Background: an optimization exercise with open tools, aiming at small area. Do not read the settings as production practice.
Only simulation tests tie the RTL to the original design; equivalence was not proved.
Power and IR drop assume default switching activity.

### flow/config.mk
export PLATFORM = sky130hd
export DESIGN_NAME = register_file
export DESIGN_NICKNAME = register_file
export VERILOG_FILES = /design/flow/design.v
export SDC_FILE = /design/flow/constraint.sdc
export NUM_CORES = 4
export LEC_CHECK = 0
export CAP_MARGIN = 20
export CORE_MARGIN = 2
export CORE_UTILIZATION = 40
export SLEW_MARGIN = 20
### flow/constraint.sdc
create_clock -name core_clock -period 5.5 [get_ports {clk}]
set_input_delay 1.1000 -clock core_clock [delete_from_list [all_inputs] [get_ports {clk}]]
set_output_delay 1.1000 -clock core_clock [all_outputs]
set_load 0.01 [all_outputs]
### flow/design.v
package register_file_pkg;
  localparam int DATA_WIDTH_DEF = 32;
  localparam int ADDR_WIDTH_DEF = 5;
  localparam int NUM_REGS_DEF   = 2 ** ADDR_WIDTH_DEF;
  typedef logic [DATA_WIDTH_DEF-1:0] word_t;
endpackage
module rf_read_port
#(
  parameter int DATA_WIDTH = register_file_pkg::DATA_WIDTH_DEF,
  parameter int ADDR_WIDTH = register_file_pkg::ADDR_WIDTH_DEF
) (
  input  logic [2**ADDR_WIDTH-1:0][DATA_WIDTH-1:0] regs,
  input  logic [ADDR_WIDTH-1:0]                    addr,
  output logic [DATA_WIDTH-1:0]                    data
);
  always_comb begin
    data = regs[addr];
    if (addr == '0) begin
      data = '0;
    end
  end
endmodule
module register_file
#(
  parameter int DATA_WIDTH = register_file_pkg::DATA_WIDTH_DEF,
  parameter int ADDR_WIDTH = register_file_pkg::ADDR_WIDTH_DEF
) (
  input  logic                  clk,
  input  logic                  rst,
  input  logic [ADDR_WIDTH-1:0] ReadAddress1,
  input  logic [ADDR_WIDTH-1:0] ReadAddress2,
  input  logic [ADDR_WIDTH-1:0] WriteAddress,
  input  logic [DATA_WIDTH-1:0] WriteData,
  input  logic                  ReadWriteEn,
  output logic [DATA_WIDTH-1:0] ReadData1,
  output logic [DATA_WIDTH-1:0] ReadData2
);
  localparam int NUM_REGS = 2 ** ADDR_WIDTH;
  logic [NUM_REGS-1:0][DATA_WIDTH-1:0] regs;
  always_ff @(posedge clk or posedge rst) begin
    if (rst) begin
      regs <= '0;
    end else if (ReadWriteEn && (WriteAddress != '0)) begin
      regs[WriteAddress] <= WriteData;
    end
  end
  rf_read_port #(
    .DATA_WIDTH(DATA_WIDTH),
    .ADDR_WIDTH(ADDR_WIDTH)
  ) u_read_port1 (
    .regs(regs),
    .addr(ReadAddress1),
    .data(ReadData1)
  );
  rf_read_port #(
    .DATA_WIDTH(DATA_WIDTH),
    .ADDR_WIDTH(ADDR_WIDTH)
  ) u_read_port2 (
    .regs(regs),
    .addr(ReadAddress2),
    .data(ReadData2)
  );
endmodule
### flow/run.sh
#!/bin/bash
# synth_recipe.tcl (not shown) runs the flow's synth.tcl, then flattens the netlist and writes it again
# the make line also repeats each setting of config.mk as NAME=value (left out here)
make -C /OpenROAD-flow-scripts/flow DESIGN_CONFIG=/design/flow/config.mk WORK_HOME=/design/flow/orfs CLKGATE_MAP_FILE= SYNTH_SCRIPT=/design/flow/synth_recipe.tcl finish
==> run notes, run 1 <==
status=no timing/DRC/antenna violations; core box area=roughly 140000 sq um; DR vias/cell=6.404; # DRC=0; global route overflow=0; Post-Synth XOR/XNOR Area=0.0001600; r2r startpoint=regs[283]$_DFFE_PP0P_; final WL=between 150000 and 200000 microns; Die Y-Extent=roughly 370 microns; Final Util=0.4604; Avg Cell Area, Syn=between 15 and 20 sq um; count leader, synth=dfrtp_1; Tot GR Track Use=0.2599; most frequent cells after synthesis=1024 x dfrtp_1, 863 x mux2_2, 448 x mux4_2; Worst-Skew Late Latency=roughly 0.77 ns; ratio of cells with drive above 1 in the final layout=0.4953; Layout Skew=0 ns; post-synthesis sequential area ratio=0.4681; Worst Setup SP=ReadAddress2[1]; P&R area growth vs syn=14.08%; post-synth top area cell=dfrtp_1; Fin. Hold Viols=0; CTS tree=done; first-pass GRT wire length=265700 microns; Longest Clk Path Bufs=3; Worst-Margin Slew=between 1 and 1.5 ns; largest family of logic cells by synthesized area=multiplexers; Pwr Density=398.4 nW/um^2; Final GP Congestion=between 0.8 and 0.9; Cell Area, Synth=roughly 55000 sq um; wire per inst=33.11 microns; met1 WL=77060 microns; met2 WL=~85000 microns; largest registers=regs: 1024 flops; Final period util=0.9087; Post-Synthesis Cells=about 3600; startpoint types=input port; placed insts=between 5000 and 6000; worst vdd ir=approximately 0.28 mV; Worst Path Max Fanout=24; Fmax achieved=between 200 and 250 MHz; max reg flops=just over 1000; warnings from Yosys=2; simple-gate share of the synthesized area=0.01504; met3 WL=12120 microns; Yosys cell types=46; largest net degree at the start of global routing=116; Reg clk slew, reported paths=around 0.06 ns; Layout Nets=roughly 3700; Critical Path RT=4.40 ns; synthesized flop and latch total=a little over 1000; post-CTS setup buffer count=0; antenna viol nets, final=0; hold buffer count at CTS=0; Die W=between 300 and 400 microns; number of synthesized flops with an enable pin=0; number of global-route vias before repair=roughly 36000; top_reg_cell synth=dfrtp_1; vias=between 30000 and 40000; Max-Slew Margin vs Limit=0.2291; Async SR Flop Fraction=1.000; crit path capture type=primary output; clock sinks=approximately 1000; worst hold path type=register to register; Worst Path Arrival=between 3 and 4 ns; htree depth=3; Num CTS Buffers=around 110; Reg with most FFs=regs; std cell rows=about 140; RSZ-0062 raised after global routing=false; Slew Viols, Final=0; drt first pass iters=5; endpoints failing setup=0; multiplexer share of the synthesized area=0.4342; min-delay src=regs[25]$_DFFE_PP0P_; Root Buffer Master=clkbuf_16; Compound-Gate Fraction of Synth Area=0.04709; Starting Density=0.4036; DIE AREA=139800 sq um; top layer reached by signal wires=met5; Non-Filler Instances=~5500; CP Class=input port to primary output; initial antenna violation count=7; port bufs=113; post-cts sizing count=0; io pins=114; 1st-iter DRT viols=3499; Pleak=26.55 nW; R2R Setup Slk=approximately 4.7 ns; dpl hpwl=between 100000 and 150000 microns; Mapped Nets=between 3000 and 4000; Synth Area in Adders=0.0004571; minimum clock period=4.998 ns; max-cap viol count=0; Synth area leaders=dfrtp_1 47%, mux4_2 18%, mux2_2 18%, mux2i_1 3.5%, mux2_1 2.1%; share of the synthesized area in the top cell type=0.4681
-- final timing paths --
path                                    endpoint  depth (start not counted)
max in group asynchronous  regs[608]$_DFFE_PP0P_                          5
min in group asynchronous  regs[768]$_DFFE_PP0P_                          2
setup / recovery                    ReadData2[0]                          7
hold / removal              regs[25]$_DFFE_PP0P_                          0
hold reg to reg             regs[25]$_DFFE_PP0P_                          0
setup reg to reg           regs[283]$_DFFE_PP0P_                          1
-- layer usage --
metal / vias to the layer above / GRT usage
met1: 19210 / 0.3576
met5: - / 0
met3: 381 / 0.04749
met4: 4 / 0.1034
met2: 1454 / 0.4082
li1: 14110 / -
-- cell usage in the layout (no fill, tap or decap), drive strengths merged, types with 5 or more instances in the layout --
cell type      netlist  routed
mux2              1024    1024
a221o               32      32
nor2                12      12
a211oi              33      33
nor3                 7       7
mux2i              192     192
a311oi              33      33
o2111ai             16      16
nand2               34      34
nor2b               39      39
bufinv               0       7
a221oi              48      48
mux4               448     448
clkbuf             258     153
a22oi               64      64
or4                  5       5
nor4                 8       8
nand3                6       6
o21ai               83      83
clkinvlp             0       5
clkdlybuf4s50        0      89
buf                175     224
dfrtp             1024    1024
a31oi               32      32
inv                  8      11
clkinv               0      40
a21oi                5       5
-- cell families after synthesis --
group,count (synthesis)
AOI/OAI and AO/OA,348
adders and majority gates,2
DFF,1024
buffers and inverters,441
and+or+nand+nor,139
muxes,1664
xor gates and xnor gates,1
-- where the power goes --
part | total, mW | leakage (nW) | switching (mW) | internal [mW]
registers | 11.2 | 13.0 | 1.57 | 9.60
logic | 5.93 | 11.6 | 2.18 | 3.75
clock network | 7.77 | 1.88 | 3.34 | 4.44
-- critical path: stages --
cell and delay (ns):
buf_4 0.41, nor2_4 0.22, and3b_2 0.31, buf_4 0.27
a221o_1 0.35, a31oi_1 0.50, clkdlybuf4s50_1 0.66
-- final cells by class --
class	instances	area, sq um
clock buffers	153	3219
diodes	1	2.502
fillers	11810	73190
clock inverters	55	560.5
inverters	8	38.79
well taps	1781	2228
flip-flops and latches	1024	25620
repair buffers	313	3294
multi-input cells	2154	27480
-- metrics by stage --
| stage | hold slack [ns] | setup TNS, ns | area, sq um | power [mW] | setup WS (ns) |
|---|---|---|---|---|---|
| after floorplan | 0.4413 | -9947.07 | 54740 | 15.36 | -9.714 |
| final | 0.3917 | 0 | 62450 | 24.88 | 0.5023 |
| after global routing | 0.4094 | 0 | 62440 | 25.99 | 0.4629 |
| after detailed placement | 0.3823 | 0 | 58720 | 17.17 | 0.4758 |
| after global placement | 0.3763 | 0 | 58720 | 17.00 | 0.4982 |
| after CTS | 0.3965 | 0 | 62490 | 24.98 | 0.4843 |
==> run 2: changes to the inputs <==
--- a/flow/design.v
+++ b/flow/design.v
@@ -6,2 +6,24 @@
 endpackage
+module rf_aoi222 (
+  input  logic [2:0] a,
+  input  logic [2:0] s,
+  output logic       y
+);
+  assign y = ~|(a & s);
+endmodule
+module rf_bit_mux (
+  input  logic [31:1] d,
+  input  logic [31:1] s,
+  output logic        y
+);
+  logic [9:0] n;
+  for (genvar g = 0; g < 10; g++) begin : g_aoi
+    rf_aoi222 u_aoi (
+      .a(d[3*g+3:3*g+1]),
+      .s(s[3*g+3:3*g+1]),
+      .y(n[g])
+    );
+  end
+  assign y = ~&n | (d[31] & s[31]);
+endmodule
 module rf_read_port
@@ -11,3 +33,4 @@
 ) (
-  input  logic [2**ADDR_WIDTH-1:0][DATA_WIDTH-1:0] regs,
+  input  logic [2**ADDR_WIDTH-1:1][DATA_WIDTH-1:0] regs,
+  input  logic [2**ADDR_WIDTH-1:1]                 valid,
   input  logic [ADDR_WIDTH-1:0]                    addr,
@@ -15,7 +38,19 @@
 );
+  localparam int NUM_REGS = 2 ** ADDR_WIDTH;
+  logic [NUM_REGS-1:1] sel;
   always_comb begin
-    data = regs[addr];
-    if (addr == '0) begin
-      data = '0;
+    for (int r = 1; r < NUM_REGS; r++) begin
+      sel[r] = (addr == ADDR_WIDTH'(r)) && valid[r];
     end
+  end
+  for (genvar b = 0; b < DATA_WIDTH; b++) begin : g_bit
+    logic [NUM_REGS-1:1] col;
+    for (genvar r = 1; r < NUM_REGS; r++) begin : g_col
+      assign col[r] = regs[r][b];
+    end
+    rf_bit_mux u_mux (
+      .d(col),
+      .s(sel),
+      .y(data[b])
+    );
   end
@@ -38,8 +73,22 @@
   localparam int NUM_REGS = 2 ** ADDR_WIDTH;
-  logic [NUM_REGS-1:0][DATA_WIDTH-1:0] regs;
+  logic [NUM_REGS-1:1][DATA_WIDTH-1:0] regs;
+  logic [NUM_REGS-1:1]                 valid;
+  logic [NUM_REGS-1:1]                 we;
+  always_comb begin
+    for (int r = 1; r < NUM_REGS; r++) begin
+      we[r] = ReadWriteEn && (WriteAddress == ADDR_WIDTH'(r));
+    end
+  end
+  always_ff @(posedge clk) begin
+    for (int r = 1; r < NUM_REGS; r++) begin
+      if (we[r]) begin
+        regs[r] <= WriteData;
+      end
+    end
+  end
   always_ff @(posedge clk or posedge rst) begin
     if (rst) begin
-      regs <= '0;
-    end else if (ReadWriteEn && (WriteAddress != '0)) begin
-      regs[WriteAddress] <= WriteData;
+      valid <= '0;
+    end else begin
+      valid <= valid | we;
     end
@@ -51,2 +100,3 @@
     .regs(regs),
+    .valid(valid),
     .addr(ReadAddress1),
@@ -59,2 +109,3 @@
     .regs(regs),
+    .valid(valid),
     .addr(ReadAddress2),
--- a/flow/config.mk
+++ b/flow/config.mk
@@ -11 +11,2 @@
 export SLEW_MARGIN = 20
+export SYNTH_HIERARCHICAL = 1
==> run notes, run 2 <==
first-pass GRT wire length=about 210000 microns; r2r startpoint=valid[31]$_DFF_PP0_; CTS tree=done; htree depth=3; Synth area leaders=edfxtp_1 75%, a222oi_1 16%, nand4_1 2.0%, dfrtp_1 1.9%, a2111o_1 1.8%; Layout Skew=0 ns; Worst-Skew Late Latency=between 0.6 and 0.7 ns; global route overflow=0; Worst Path Max Fanout=20; status=finished with violations; Worst Path Arrival=4.51 ns; Cell Area, Synth=39900 sq um; clock sinks=1023; wire per inst=between 30 and 40 microns; Slew Viols, Final=0; setup TNS=-0.1303 ns; most frequent cells after synthesis=992 x edfxtp_1, 640 x a222oi_1, 129 x nand4_1; synthesized flop and latch total=1023; Root Buffer Master=clkbuf_16; port bufs=between 100 and 150; core box area=98560 sq um; P&R area growth vs syn=20.73%; Placement Cell Area=about 45000 sq um; hold buffer count at CTS=0; Non-Filler Instances=3847; largest registers=regs: 992 flops, valid: 31 flops; post-synthesis sequential area ratio=0.7660; CP Class=input port to primary output; Worst Hold Endpoint=valid[16]$_DFF_PP0_; most frequent cells in the layout=992 x edfxtp_1, 640 x a222oi_1, 129 x nand4_1; number of synthesized flops with an enable pin=roughly 1000; Mapped Nets=2153; placed insts=3659; Die Y-Extent=319.8 microns; share of the synthesized area in the top cell type=0.7466; antenna viol nets, final=0; Yosys cell types=26; Post-Synthesis Cells=between 2000 and 2500; final worst slack=-0.1059 ns; Violated Checks=negative setup slack; Hold Path Cell Cnt=1; Num CTS Buffers=slightly above 100; dpl hpwl=roughly 94000 microns; final WL=between 150000 and 200000 microns; drt first pass iters=12; final instance area=just under 50000 sq um; Worst-Margin Slew=around 1.1 ns; minimum clock period=~5.6 ns; io pins=approximately 110; Die W=319.8 microns; Longest Clk Path Bufs=3; RSZ-0062 raised after global routing=false; Avg Cell Area, Syn=approximately 19 sq um; R2R depth=1; Critical Path RT=4.40 ns; endpoints failing setup=2; count leader, synth=edfxtp_1; Layout Nets=approximately 2500; R2R Setup Slk=~4.8 ns; post-synth top area cell=edfxtp_1; top_reg_cell synth=edfxtp_1; Final GP Congestion=between 0.9 and 1; Fin. Hold Viols=0; max reg flops=approximately 990; min-delay src=valid[16]$_DFF_PP0_; startpoint types=input port; warnings from Yosys=8; max-cap viol count=0; largest net degree at the start of global routing=33; Reg clk slew, reported paths=0.06 ns; Starting Density=0.4048; DIE AREA=slightly above 100000 sq um; std cell rows=roughly 120; dpl ws=about 0.074 ns; Pwr Density=around 350 nW/um^2; total power=16.79 mW; Max-Slew Margin vs Limit=0.2538; # DRC=0; worst vdd ir=between 0.2 and 0.3 mV; ratio of cells with drive above 1 in the final layout=0.1715; crit path capture type=primary output; number of global-route vias before repair=just under 30000; Fmax achieved=approximately 180 MHz; Async SR Flop Fraction=0.03030; initial antenna violation count=5; DR vias/cell=approximately 7.6; 1st-iter DRT viols=slightly above 8000; Tot GR Track Use=0.2904; ant diodes=0; Final period util=1.019; vias=around 29000; Reg with most FFs=regs; worst hold path type=register to register; Pleak=approximately 16 nW; commonest non-fill, non-tap cell in the layout=edfxtp_1; FF-to-FF End=valid[31]$_DFF_PP0_
## run 2: cell count changes after synthesis, moves of 127 or more
cell      change
a222oi_1    +640
buf_2       -127
clkbuf_1    -248
dfrtp_1     -993
edfxtp_1    +992
mux2_2      -863
mux2i_1     -192
mux4_2      -448
## run 2: cell type report
cell class / instances / area, sq um
fill: 8022 / 50390
sequential: 1023 / 30560
multi-input combinational: 1064 / 9567
timing repair buffer: 284 / 3131
clock buffer: 131 / 2745
tap: 1287 / 1610
clock inverter: 57 / 549.3
inverter: 1 / 3.754
## run 2: what timing repair did
item | in CTS | in global routing
gates resized for setup | 0 | 1
setup endpoints to repair | 0 | 2
setup buffers | 0 | 0
## run 2: routing by layer
metal	wire length, microns	GRT usage	up-vias
li1	-	-	11330
met1	52720	0.3704	14770
met2	70510	0.4603	2713
met3	20740	0.07054	559
met4	8176	0.1534	6
met5	46	0	-
## run 2: how the worst max path moves through the flow
stage                         end            start  cells past startpoint
floorplan            ReadData1[0]  ReadAddress1[2]                      5
global route         ReadData2[7]  ReadAddress2[2]                      8
CTS                 ReadData2[10]  ReadAddress2[0]                      8
finish               ReadData2[9]  ReadAddress2[4]                      8
detailed placement  ReadData2[10]  ReadAddress2[0]                      8
global placement    ReadData2[10]  ReadAddress2[0]                      8
## run 2: where the power goes
group / total (mW) / switching, mW / internal [mW]
Clock: 6.90 / 2.99 / 3.91
Sequential: 8.78 / 0.0873 / 8.70
Combinational: 1.11 / 0.679 / 0.427
## run 2: critical path: stages
cell,delay (ns)
clkdlybuf4s50_1,0.64
nor3b_2,0.44
and3_2,0.80
buf_4,0.28
a222oi_1,0.09
nand4_1,0.24
a2111o_1,0.29
clkdlybuf4s50_1,0.61
## run 2: Yosys stat by module, one instance, submodules excluded, excerpt
module         area, sq um  cells  times used
rf_bit_mux           27.53      4          64
rf_aoi222            10.01      1         640
register_file        31100   1113           1
## run 2: per-stage QoR
| stage | util | hold slack (ns) |
|---|---|---|
| 2_1_floorplan | - | 0.4484 |
| 3_3_place_gp | 0.4564 | 0.4756 |
| 3_5_place_dp | 0.4563 | 0.4755 |
| 4_1_cts | 0.4897 | 0.4910 |
| 5_1_grt | 0.4887 | 0.5000 |
| 6_report | 0.4887 | 0.4918 |
## run 2: logic make-up after synthesis
logic type,Yosys count,synth area share
compound gates,735,0.1847
buf+inv,16,0.001819
flops,1023,0.7660
simple gates,329,0.04741
==> run 3: changes to the inputs <==
--- a/flow/design.v
+++ b/flow/design.v
@@ -57,2 +57,11 @@
 endmodule
+module rf_hold_mux (
+  input  logic we,
+  input  logic we_n,
+  input  logic d,
+  input  logic q,
+  output logic y
+);
+  assign y = (we & d) | (we_n & q);
+endmodule
 module register_file
@@ -74,7 +83,21 @@
   logic [NUM_REGS-1:1][DATA_WIDTH-1:0] regs;
+  logic [NUM_REGS-1:1][DATA_WIDTH-1:0] regs_next;
   logic [NUM_REGS-1:1]                 valid;
   logic [NUM_REGS-1:1]                 we;
+  logic [NUM_REGS-1:1]                 we_n;
   always_comb begin
     for (int r = 1; r < NUM_REGS; r++) begin
-      we[r] = ReadWriteEn && (WriteAddress == ADDR_WIDTH'(r));
+      we[r]   = ReadWriteEn && (WriteAddress == ADDR_WIDTH'(r));
+      we_n[r] = !we[r];
+    end
+  end
+  for (genvar r = 1; r < NUM_REGS; r++) begin : g_row
+    for (genvar b = 0; b < DATA_WIDTH; b++) begin : g_bit
+      rf_hold_mux u_hold (
+        .we  (we[r]),
+        .we_n(we_n[r]),
+        .d   (WriteData[b]),
+        .q   (regs[r][b]),
+        .y   (regs_next[r][b])
+      );
     end
@@ -82,7 +105,3 @@
   always_ff @(posedge clk) begin
-    for (int r = 1; r < NUM_REGS; r++) begin
-      if (we[r]) begin
-        regs[r] <= WriteData;
-      end
-    end
+    regs <= regs_next;
   end
==> flow/flow/run.sh (new file) <==
#!/bin/bash
# Layout flow: the standard ORFS flow (standard.sh), with two changes:
#  - the port buffers are sky130_fd_sc_hd__buf_1 (timing repair resizes them
#    where needed) instead of the delay buffer buffer_ports picks by default;
#  - clock tree synthesis clusters more flip-flops per leaf buffer and
#    inserts no dummy loads.
# make's full output goes to make_finish.log here; ORFS's own per-step logs
# are under orfs/logs/.
set -euo pipefail
cd "$(dirname "$0")/.."
bash standard.sh \
  'BUFFER_PORTS_ARGS=-buffer_cell sky130_fd_sc_hd__buf_1' \
  'CTS_ARGS=-sink_clustering_enable -repair_clock_nets -dont_use_dummy_load -sink_clustering_size 30 -sink_clustering_max_diameter 80' \
  finish > make_finish.log 2>&1
==> flow/standard.sh (new file) <==
#!/bin/bash
# synth_recipe.tcl (not shown) runs the flow's synth.tcl, then flattens the netlist and writes it again
# the make line also repeats each setting of config.mk as NAME=value (left out here)
make -C /OpenROAD-flow-scripts/flow DESIGN_CONFIG=/design/flow/config.mk WORK_HOME=/design/flow/orfs CLKGATE_MAP_FILE= SYNTH_SCRIPT=/design/flow/synth_recipe.tcl "${@:-finish}"
--- a/flow/config.mk
+++ b/flow/config.mk
@@ -9,3 +9,3 @@
 export CORE_MARGIN = 2
-export CORE_UTILIZATION = 40
+export CORE_UTILIZATION = 55
 export SLEW_MARGIN = 20
removed: flow/run.sh
==> run notes, run 3 <==
Worst Path Max Fanout=32; drt first pass iters=15; global route overflow=0; status=no timing/DRC/antenna violations; Final period util=0.9361; fillcell total=5633; Tot GR Track Use=0.5386; dpl hpwl=120200 microns; Root Buffer Master=clkbuf_16; multi-input logic area=approximately 18000 sq um; FF-to-FF End=valid[21]$_DFF_PP0_; largest registers=regs: 992 flops, valid: 31 flops; number of global-route vias before repair=between 30000 and 40000; Layout Nets=around 3500; Post-Synthesis Cells=3144; max reg flops=992; Die Y-Extent=roughly 270 microns; post-synth top area cell=dfxtp_1; Slew Viols, Final=0; Layout Skew=0 ns; worst vdd ir=0.3328 mV; DR vias/cell=between 9 and 10; Reg with most FFs=regs; Cell Area, Synth=around 39000 sq um; Max-Slew Margin vs Limit=0.04789; min-delay src=valid[3]$_DFF_PP0_; P&R area growth vs syn=11.33%; CP most frequent cell=buf_1; minimum clock period=about 5.1 ns; Worst-Margin Slew=~1.4 ns; crit path capture type=primary output; clock sinks=between 1000 and 1500; Hold Path Cell Cnt=1; RSZ-0062 raised after global routing=false; htree depth=2; Avg Cell Area, Syn=approximately 12 sq um; Yosys cell types=33; Die W=around 270 microns; core box area=about 70000 sq um; wire per inst=47.31 microns; synthesized flop and latch total=just over 1000; vias=41450; hold buffer count at CTS=0; final worst slack=around 0.35 ns; endpoints failing setup=0; Mapped Nets=about 3200; io pins=around 110; Placement Cell Area=~42000 sq um; Reg area=~21000 sq um; max incr delay on CP=between 1 and 1.5 ns; CP max-delay cell=and3_2; Worst Path Arrival=4.05 ns; ratio of cells with drive above 1 in the final layout=0.08884; CTS tree=done; largest net degree at the start of global routing=33; Critical Path RT=around 4.4 ns; most frequent cells after synthesis=992 x a22o_1, 992 x dfxtp_1, 640 x a222oi_1; startpoint types=input port; max-cap viol count=0; antenna viol nets, final=0; post-cts sizing count=0; R2R depth=1; Starting Density=0.5558; dpl ws=around 0.66 ns; first-pass GRT wire length=286500 microns; CP Cell Sequence=buf_1 > nor3b_2 > and3_2 > a222oi_1 > nand2_1 > a2111o_1 > buf_1; port bufs=113; 1st-iter DRT viols=between 10000 and 15000; initial antenna violation count=17; warnings from Yosys=8; most frequent cells in the layout=992 x a22o_1, 992 x dfxtp_1, 640 x a222oi_1; CP Class=input port to primary output; r2r startpoint=valid[21]$_DFF_PP0_; Pleak=17.84 nW; R2R Setup Slk=4.72 ns; worst hold path type=register to register; Reg clk slew, reported paths=approximately 0.07 ns; post-CTS setup buffer count=0; Worst-Skew Late Latency=~0.67 ns; final instance area=roughly 43000 sq um; Async SR Flop Fraction=0.03030; share of the synthesized area in the top cell type=0.5102; Synth area leaders=dfxtp_1 51%, a22o_1 22%, a222oi_1 16%, nand4_1 2.1%, dfrtp_1 2.0%; top_reg_cell synth=dfxtp_1; number of synthesized flops with an enable pin=0; # DRC=0; Pwr Density=376.6 nW/um^2; DIE AREA=~73000 sq um; post-synthesis sequential area ratio=0.5301; Final GP Congestion=between 1 and 1.5; final WL=just over 200000 microns; Fin. Hold Viols=0; Fmax achieved=around 200 MHz; setup TNS=0 ns; Num CTS Buffers=45; Worst Hold Endpoint=valid[3]$_DFF_PP0_; Longest Clk Path Bufs=3; std cell rows=97
## run 3: area by class of cell
class,instances,area share
tap,940,0.02714
sequential,1023,0.4762
timing repair buffer,265,0.04374
antenna,8,0.0004620
inverter,1,0.00008662
clock buffer,45,0.02599
multi-input combinational,2099,0.4264
## run 3: worst max path at each step
stage / from / end / slack [ns] / cells past startpoint
finish: ReadAddress1[2] / ReadData1[4] / 0.35 / 7
floorplan: ReadAddress1[2] / ReadData1[0] / 1.79 / 5
detailed placement: ReadAddress1[1] / ReadData1[28] / 0.66 / 8
CTS: ReadAddress1[1] / ReadData1[28] / 0.67 / 8
global route: ReadAddress1[0] / ReadData1[8] / 0.47 / 8
global placement: ReadAddress2[1] / ReadData2[6] / 0.67 / 8
## run 3: through the flow
stage          instances  hold WS [ns]  utilization  power [mW]
2_1_floorplan       3144        0.4332            -       11.30
3_3_place_gp        4323        0.4621       0.6007       12.18
3_5_place_dp        4326        0.4579       0.6017       12.36
4_1_cts             4371        0.4774       0.6178       16.06
5_1_grt             4374        0.4913       0.6185       16.74
6_report            4381        0.4836       0.6188       16.32
## run 3: per-module statistics from Yosys (local to each module, per instance), a selection
module | cells | flip-flops and latches
rf_hold_mux | 1 | 0
rf_aoi222 | 1 | 0
rf_bit_mux | 4 | 0
register_file | 1162 | 1023
## run 3: routing by layer
layer / wire length [microns] / global-route usage / vias up
li1: - / - / 15240
met1: 68150 / 0.6472 / 19880
met2: 78290 / 0.7170 / 4903
met3: 40980 / 0.3038 / 1422
met4: 19730 / 0.3798 / 10
met5: 124 / 0.004605 / -
## run 3: cell families after synthesis
logic type	synth area share
AO/OA/AOI/OAI	0.4123
flip-flops	0.5301
AND/OR/NAND/NOR	0.05471
buffers and inverters	0.002861
## run 3: critical path, delay by kind of cell
| kind | cells | cell delay [ns] |
|---|---|---|
| AOI/OAI and AO/OA | 2 | 0.54 |
| buffers and inverters | 2 | 0.50 |
| and+or+nand+nor | 3 | 1.86 |
## run 3: report_power, final
group	internal (mW)	switching (mW)
Sequential	8.89	1.28
Combinational	1.13	1.11
Clock	1.47	2.43
Total	11.5	4.83
==> run 4: changes to the inputs <==
--- a/flow/design.v
+++ b/flow/design.v
@@ -28,2 +28,16 @@
 endmodule
+module rf_sel_decode
+#(
+  parameter int ADDR_WIDTH = register_file_pkg::ADDR_WIDTH_DEF
+) (
+  input  logic [2**ADDR_WIDTH-1:1] valid,
+  input  logic [ADDR_WIDTH-1:0]    addr,
+  output logic [2**ADDR_WIDTH-1:1] sel
+);
+  always_comb begin
+    for (int r = 1; r < 2 ** ADDR_WIDTH; r++) begin
+      sel[r] = (addr == ADDR_WIDTH'(r)) && valid[r];
+    end
+  end
+endmodule
 module rf_read_port
@@ -39,7 +53,11 @@
   localparam int NUM_REGS = 2 ** ADDR_WIDTH;
-  logic [NUM_REGS-1:1] sel;
-  always_comb begin
-    for (int r = 1; r < NUM_REGS; r++) begin
-      sel[r] = (addr == ADDR_WIDTH'(r)) && valid[r];
-    end
+  logic [1:0][NUM_REGS-1:1] sel;
+  for (genvar h = 0; h < 2; h++) begin : g_half
+    rf_sel_decode #(
+      .ADDR_WIDTH(ADDR_WIDTH)
+    ) u_dec (
+      .valid(valid),
+      .addr (addr),
+      .sel  (sel[h])
+    );
   end
@@ -52,3 +70,3 @@
       .d(col),
-      .s(sel),
+      .s(sel[b >= DATA_WIDTH / 2]),
       .y(data[b])
@@ -65,2 +83,18 @@
   assign y = (we & d) | (we_n & q);
+endmodule
+module rf_write_decode
+#(
+  parameter int ADDR_WIDTH = register_file_pkg::ADDR_WIDTH_DEF
+) (
+  input  logic                     en,
+  input  logic [ADDR_WIDTH-1:0]    addr,
+  output logic [2**ADDR_WIDTH-1:1] we,
+  output logic [2**ADDR_WIDTH-1:1] we_n
+);
+  always_comb begin
+    for (int r = 1; r < 2 ** ADDR_WIDTH; r++) begin
+      we[r]   = en && (addr == ADDR_WIDTH'(r));
+      we_n[r] = !we[r];
+    end
+  end
 endmodule
@@ -85,9 +119,13 @@
   logic [NUM_REGS-1:1]                 valid;
-  logic [NUM_REGS-1:1]                 we;
-  logic [NUM_REGS-1:1]                 we_n;
-  always_comb begin
-    for (int r = 1; r < NUM_REGS; r++) begin
-      we[r]   = ReadWriteEn && (WriteAddress == ADDR_WIDTH'(r));
-      we_n[r] = !we[r];
-    end
+  logic [1:0][NUM_REGS-1:1]            we;
+  logic [1:0][NUM_REGS-1:1]            we_n;
+  for (genvar h = 0; h < 2; h++) begin : g_half
+    rf_write_decode #(
+      .ADDR_WIDTH(ADDR_WIDTH)
+    ) u_dec (
+      .en  (ReadWriteEn),
+      .addr(WriteAddress),
+      .we  (we[h]),
+      .we_n(we_n[h])
+    );
   end
@@ -96,4 +134,4 @@
       rf_hold_mux u_hold (
-        .we  (we[r]),
-        .we_n(we_n[r]),
+        .we  (we[b >= DATA_WIDTH / 2][r]),
+        .we_n(we_n[b >= DATA_WIDTH / 2][r]),
         .d   (WriteData[b]),
@@ -111,3 +149,3 @@
     end else begin
-      valid <= valid | we;
+      valid <= valid | we[0];
     end
--- a/flow/config.mk
+++ b/flow/config.mk
@@ -9,3 +9,3 @@
 export CORE_MARGIN = 2
-export CORE_UTILIZATION = 55
+export CORE_UTILIZATION = 50
 export SLEW_MARGIN = 20
==> run notes, run 4 <==
setup TNS=0 ns; dpl hpwl=~120000 microns; Avg Cell Area, Syn=about 12 sq um; final instance area=44240 sq um; drt first pass iters=17; first-pass GRT wire length=roughly 270000 microns; P&R area growth vs syn=10.75%; 1st-iter DRT viols=roughly 11000; RSZ-0062 raised after global routing=false; hold buffer count at CTS=0; worst setup path end=ReadData2[22]; clock sinks=about 1000; R2R Setup Slk=~4.6 ns; Pwr Density=372.0 nW/um^2; std cell rows=between 100 and 150; global route overflow=0; Cell Area, Synth=around 40000 sq um; htree depth=2; Fmax achieved=183.4 MHz; Final Util=0.5600; Root Buffer Master=clkbuf_16; total power=approximately 16 mW; startpoint types=input port; Worst-Skew Late Latency=0.65 ns; R2R depth=1; share of the synthesized area in the top cell type=0.4972; Starting Density=0.5056; Worst Path Arrival=between 4 and 5 ns; Mapped Nets=3373; antenna viol nets, final=0; synthesized flop and latch total=between 1000 and 1500; Final GP Congestion=1.074; post-synthesis sequential area ratio=0.5166; # DRC=0; minimum clock period=between 5 and 6 ns; status=no timing/DRC/antenna violations; FF-to-FF End=valid[21]$_DFF_PP0_; post-synth top area cell=dfxtp_1; max-cap viol count=0; Synth area leaders=dfxtp_1 50%, a22o_1 22%, a222oi_1 16%, nand4_1 2.0%, and3_1 1.9%; core box area=about 79000 sq um; Num CTS Buffers=47; worst hold path type=register to register; Die Y-Extent=roughly 290 microns; Placement Cell Area=roughly 43000 sq um; max reg flops=slightly below 1000; largest registers=regs: 992 flops, valid: 31 flops; CTS tree=done; crit path capture type=primary output; DR vias/cell=between 8 and 9; post-CTS setup buffer count=0; Async SR Flop Fraction=0.03030; Worst-Margin Slew=roughly 1.2 ns; CP Class=input port to primary output; min-delay src=regs[791]$_DFF_P_; largest net degree at the start of global routing=33; Tot GR Track Use=0.4328; Post-Synthesis Cells=about 3300; Layout Nets=about 3700; Reg clk slew, reported paths=about 0.07 ns; Pleak=about 18 nW; post-cts sizing count=0; Max-Slew Margin vs Limit=0.1910; Die W=between 200 and 300 microns; Reg with most FFs=regs; number of global-route vias before repair=36940; Fin. Hold Viols=0; Longest Clk Path Bufs=3; DIE AREA=between 80000 and 90000 sq um; number of synthesized flops with an enable pin=0; vias=40320; io pins=114; Critical Path RT=approximately 4.4 ns; Min Hold Slack=~0.5 ns; port bufs=113; Final period util=0.9916; Worst Setup SP=ReadAddress2[0]; top_reg_cell synth=dfxtp_1; Worst Path Max Fanout=16; r2r startpoint=valid[21]$_DFF_PP0_; Slew Viols, Final=0; most frequent cells after synthesis=992 x a22o_1, 992 x dfxtp_1, 640 x a222oi_1; wire per inst=between 30 and 40 microns; Yosys cell types=29; warnings from Yosys=9; Layout Skew=0 ns; final WL=between 150000 and 200000 microns; worst vdd ir=0.2850 mV; most frequent cells in the layout=992 x a22o_1, 992 x dfxtp_1, 640 x a222oi_1; endpoints failing setup=0; initial antenna violation count=9; ratio of cells with drive above 1 in the final layout=0.08640
-- run 4: cell count changes after synthesis, sizes merged, moves of 5 or more --
| cell | before | now |
|---|---|---|
| a21o | 31 | 0 |
| or2 | 1 | 33 |
| nor2b | 10 | 20 |
| nand2 | 96 | 128 |
| nor3b | 6 | 12 |
| and2 | 5 | 10 |
| and3b | 6 | 12 |
| and3 | 64 | 128 |
| nor2 | 36 | 72 |
| and4bb | 1 | 6 |
-- run 4: per-layer routing --
layer	share of wire	wire length (microns)	vias to the layer above	global-route usage
li1	-	-	15910	-
met4	0.073	13650	12	0.2346
met2	0.42	77660	4011	0.6439
met1	0.36	66950	19630	0.5698
met3	0.15	28240	764	0.1195
met5	0.00037	69	-	0
-- run 4: worst min-delay path by stage --
stage | slack, ns | depth (start not counted) | end
after floorplan | 0.46 | 1 | regs[0]$_DFF_P_
after global placement | 0.47 | 1 | regs[506]$_DFF_P_
after detailed placement | 0.48 | 1 | regs[315]$_DFF_P_
after CTS | 0.50 | 1 | regs[791]$_DFF_P_
after global routing | 0.52 | 1 | regs[510]$_DFF_P_
final | 0.50 | 1 | regs[791]$_DFF_P_
-- run 4: cell type report --
cell class                 instances  area, sq um
antenna                            2        5.005
clock buffer                      47         1176
fill                            6738        34760
inverter                           1        3.754
multi-input combinational       2279        19270
sequential                      1023        20630
tap                             1050         1314
timing repair buffer             296         1838
-- run 4: power by group --
part | switching [mW] | internal, mW | total [mW]
clock | 2.40 | 1.53 | 3.93
sequential | 1.37 | 8.89 | 10.3
combinational | 1.12 | 1.14 | 2.26
total | 4.89 | 11.6 | 16.5
-- run 4: worst max-delay path: stages --
cell	delay, ns
buf_1	0.62
and3b_2	0.35
and3_1	0.47
a222oi_1	0.78
nand4_1	0.36
a2111o_1	0.50
buf_1	0.16
-- run 4: per-module statistics from Yosys (local to each module, per instance), excerpt --
module	cell area, sq um	cells inside	times used
rf_hold_mux	8.758	1	992
register_file	20830	1055	1
rf_bit_mux	27.53	4	64
rf_aoi222	10.01	1	640
-- run 4: through the flow --
| stage | instances | setup slack [ns] |
|---|---|---|
| global placement | 4649 | 0.3687 |
| detailed placement | 4649 | 0.2774 |
| CTS | 4696 | 0.2795 |
| global route | 4696 | 0.1067 |
| floorplan | 3323 | 1.959 |
| finish | 4698 | 0.04643 |
-- run 4: cells by family (layout without fill, tap and decap cells) --
group,Yosys count,after routing,share of synthesized area
buffers and inverters,21,344,0.002224
AO/OA/AOI/OAI,1696,1696,0.3959
flip-flops,1023,1023,0.5166
other,0,2,0
AND/OR/NAND/NOR,583,583,0.08523

separate check: timing with driven ports:
In the flow no input, the clock included, has a driving cell. The finished layouts below were timed again as built, in two steps.
Step 1, drivers: a clkbuf_16 drives clk and a buf_2 each remaining input, both assumed.
Step 2 times the ports against the registers' clock, not the clock port: input delays grow and output delays shrink by t, the midpoint of the rising clock arrivals with the driver on.
a / b / c = ideal / step 1 / step 2; a / b = the first two.
run	shift t [ns]	slack for setup (ns)	worst data-port slew with drivers (ns)
run 1	0.820	0.502 / 0.476 / 0.476	0.14
run 2	0.758	-0.106 / -0.134 / -0.134	0.16
run 3	0.728	0.351 / 0.296 / 0.296	0.12
run 4	0.710	0.046 / -0.065 / -0.065	0.13
With both steps, setup timing fails in run 4, where it was met with ideal ports. For run 4, which loses most, drivers alone change the setup slack by -0.111 ns; drivers and shift together by -0.111 ns.
